Context: an optimization exercise on an open-source flow, tuned for a short achievable clock period and few clock cycles per item. The choices shown serve that exercise and are no tape-out recipe.
RTL that was checked went through simulation tests only; none was proved equivalent to the original.
No activity file was given, so power comes from the tool's default toggle rates.

Setup of v6:
## csma_ca_mac_controller
module csma_ca_mac_controller #(
  parameter int SUB_SLOTS = csma_pkg::SUB_SLOTS_DEF
) (
  input  logic                             clk,
  input  logic                             rst,
  input  logic                             in_valid,
  output logic                             in_ready,
  input  logic [csma_pkg::KIND_W-1:0]      kind,
  input  logic [csma_pkg::MED_W-1:0]       medium_req,
  input  logic                             fcs_ok,
  input  logic                             for_us,
  input  logic                             frame_is_ack,
  input  logic                             dest_broadcast,
  input  logic                             dest_multicast,
  input  logic [csma_pkg::ADDR_W-1:0]      source_address,
  input  logic [csma_pkg::DRAW_W-1:0]      random_draw,
  output logic                             out_valid,
  input  logic                             out_ready,
  output logic [csma_pkg::ACT_W-1:0]       action,
  output logic [csma_pkg::MST_W-1:0]       mac_state,
  output logic [csma_pkg::ADDR_W-1:0]      ack_destination,
  output logic                             want_frame,
  input  logic                             cfg_valid,
  output logic                             cfg_ready,
  input  logic [csma_pkg::CFG_IDX_W-1:0]   cfg_index,
  input  logic [csma_pkg::CFG_DATA_W-1:0]  cfg_data
);
==> flow/config.mk <==
export PLATFORM = sky130hd
export DESIGN_NAME = csma_ca_mac_controller
export DESIGN_NICKNAME = csma_ca_mac_controller
export VERILOG_FILES = /design/flow/design.v
export SDC_FILE = /design/flow/constraint.sdc
export NUM_CORES = 4
export LEC_CHECK = 0
export ABC_CLOCK_PERIOD_IN_PS = 3000
export CAP_MARGIN = 20
export CORE_MARGIN = 2
export CORE_UTILIZATION = 40
export CTS_CLUSTER_DIAMETER = 100
export CTS_CLUSTER_SIZE = 25
export SLEW_MARGIN = 20
==> flow/constraint.sdc <==
create_clock -name core_clock -period 11.0 [get_ports {clk}]
set_input_delay 2.2000 -clock core_clock [delete_from_list [all_inputs] [get_ports {clk}]]
set_output_delay 2.2000 -clock core_clock [all_outputs]
set_load 0.01 [all_outputs]
standard.sh (not shown) runs the stock make flow with config.mk's settings and CLKGATE_MAP_FILE= SYNTH_SCRIPT=/design/flow/synth_recipe.tcl, a recipe that flattens the netlist after the stock synthesis.
==> flow/flow/run.sh <==
#!/bin/bash
# Standard layout, with the timing repair aiming further below the clock period.
set -e
export SETUP_SLACK_MARGIN=8
bash standard.sh > standard_flow.log 2>&1
Testbench counts of v6, summed over its fixed seeds: cycles 16,164, events 16,000.
The following lists how v7 was set up differently from v6:
diff --git a/flow/design.v b/flow/design.v
--- a/flow/design.v
+++ b/flow/design.v
@@ -518,17 +518,17 @@
     if (w < csma_pkg::CW_W'(2)) w = csma_pkg::CW_W'(2);
     cw_clamp = w;
   endfunction
   localparam logic [2:0] P_IDLE = 3'd0, P_A = 3'd1, P_B = 3'd2, P_D = 3'd3, P_IT = 3'd4,
                          P_K = 3'd5, P_F = 3'd6;
   logic [2:0]                    ph;
   logic                          kmc_r, sel4_r;
   logic [csma_pkg::RETRY_W-1:0]  krc_r;
-  logic [csma_pkg::CW_W-1:0]     cw_r, cwmin_r, cwmax_r, cwmc_r;
+  logic [csma_pkg::CW_W-1:0]     cw_r;
   logic [csma_pkg::CW_FULL_W-1:0] full_r;
   logic [csma_pkg::DRAW_W-1:0]   q;
   logic [SW-1:0]                 c1a, c1b, c2a, c2b;    
   logic [DW-1:0]                 d_r, r, d_a, d_b, d_c;
   logic [CNT_W-1:0]              cnt;
   logic [KW-1:0]   n1 [0:NNIB-1], n2 [0:NNIB-1];
   logic [6*SW-1:0] w1, w2;
   always_comb begin
@@ -657,27 +657,26 @@
         P_F: ph <= P_IDLE;
         default: ph <= P_IDLE;
       endcase
     end
   end
   always_ff @(posedge clk) begin
     if (ph == P_IDLE) begin
       kmc_r <= kmc; krc_r <= krc; sel4_r <= sel4;
-      cwmin_r <= cw_min; cwmax_r <= cw_max; cwmc_r <= cw_mc;
       q <= draw;
     end else if (ph == P_IT) begin
       q <= q << 1;
     end
     {c1a, c1b} <= csa6to2(w1);
     {c2a, c2b} <= csa6to2(w2);
-    full_r <= (csma_pkg::CW_FULL_W'(cwmin_r) << krc_r) |
+    full_r <= (csma_pkg::CW_FULL_W'(cw_min) << krc_r) |
               ((csma_pkg::CW_FULL_W'(1) << krc_r) - csma_pkg::CW_FULL_W'(1));
-    if (kmc_r) cw_r <= (cwmc_r < csma_pkg::CW_W'(2)) ? csma_pkg::CW_W'(2) : cwmc_r;
-    else cw_r <= cw_clamp(full_r, cwmax_r);
+    if (kmc_r) cw_r <= (cw_mc < csma_pkg::CW_W'(2)) ? csma_pkg::CW_W'(2) : cw_mc;
+    else cw_r <= cw_clamp(full_r, cw_max);
     d_a <= DW'(cw_r) * DW'(SUB_SLOTS & ~7);
     d_c <= DW'(cw_r) * DW'(SUB_SLOTS & 7);
     d_b <= d_a + d_c - DW'(2 * SUB_SLOTS - 1);
     if (ph == P_D) begin
       r <= '0;
       cnt <= CNT_W'(csma_pkg::DRAW_W);
     end else if (ph == P_IT) begin
       r <= r_next;
## What came out
- Cmp v7 vs v6: global-route usage lower in v7
- Diff v6 -> v7: post-cts resize count went down, detailed-route wire length went down, cell area power density went up, post-synthesis xor/xnor area fraction did not really move.
- In the metrics for v7 and v6, the one carrying the lower synthesized area is v7.
- In terms of synthesized cell count, v7 and v6 differ only marginally.
- Compared with v6, v7 is the more power-hungry design.
- The number of violations reported at the end of detailed-routing iteration 0 of v7 exceeds that of v6 by 271.
- Re average wire per cell in the routed design: v7 is about 0.8% down on v6.
- Of v7 and v6, it is v7 that has the higher multi-input combinational area share.
- The post-route cell area reported for v7 is smaller than that of v6 by 2.3%.
- Summary of v7 over v6: minimum setup slack after placement went up 140 ps; post-route worst setup slack shrank by 4.1 ps.
No functional check of the RTL was part of v7.

==> port drivers added, routing unchanged <==
The flow's constraints put no driver on any port. The routed layouts listed below were extracted and timed again, unchanged, in two steps. Step 1 assumes that a clkbuf_16 drives the clock port and a buf_2 every other input. Step 2 moves the port delays by t, midway between the first and last clock arrival at a register: inputs arrive t later, outputs are due t later. That takes back most of the time a late clock gives input paths. Three values: ideal ports, drivers, drivers and shift; two values: the first two.
run	t (ns)	slack for setup (ns)	slew at the worst register clock pin (ns)
v6	0.669	7.573 / 7.562 / 6.930	0.10 / 0.10
v7	0.680	7.569 / 7.546 / 6.969	0.11 / 0.11
After both steps every run listed still meets setup and hold. The setup slack of v6, which loses most, moves by -0.011 ns with the drivers and by -0.643 ns with both steps.
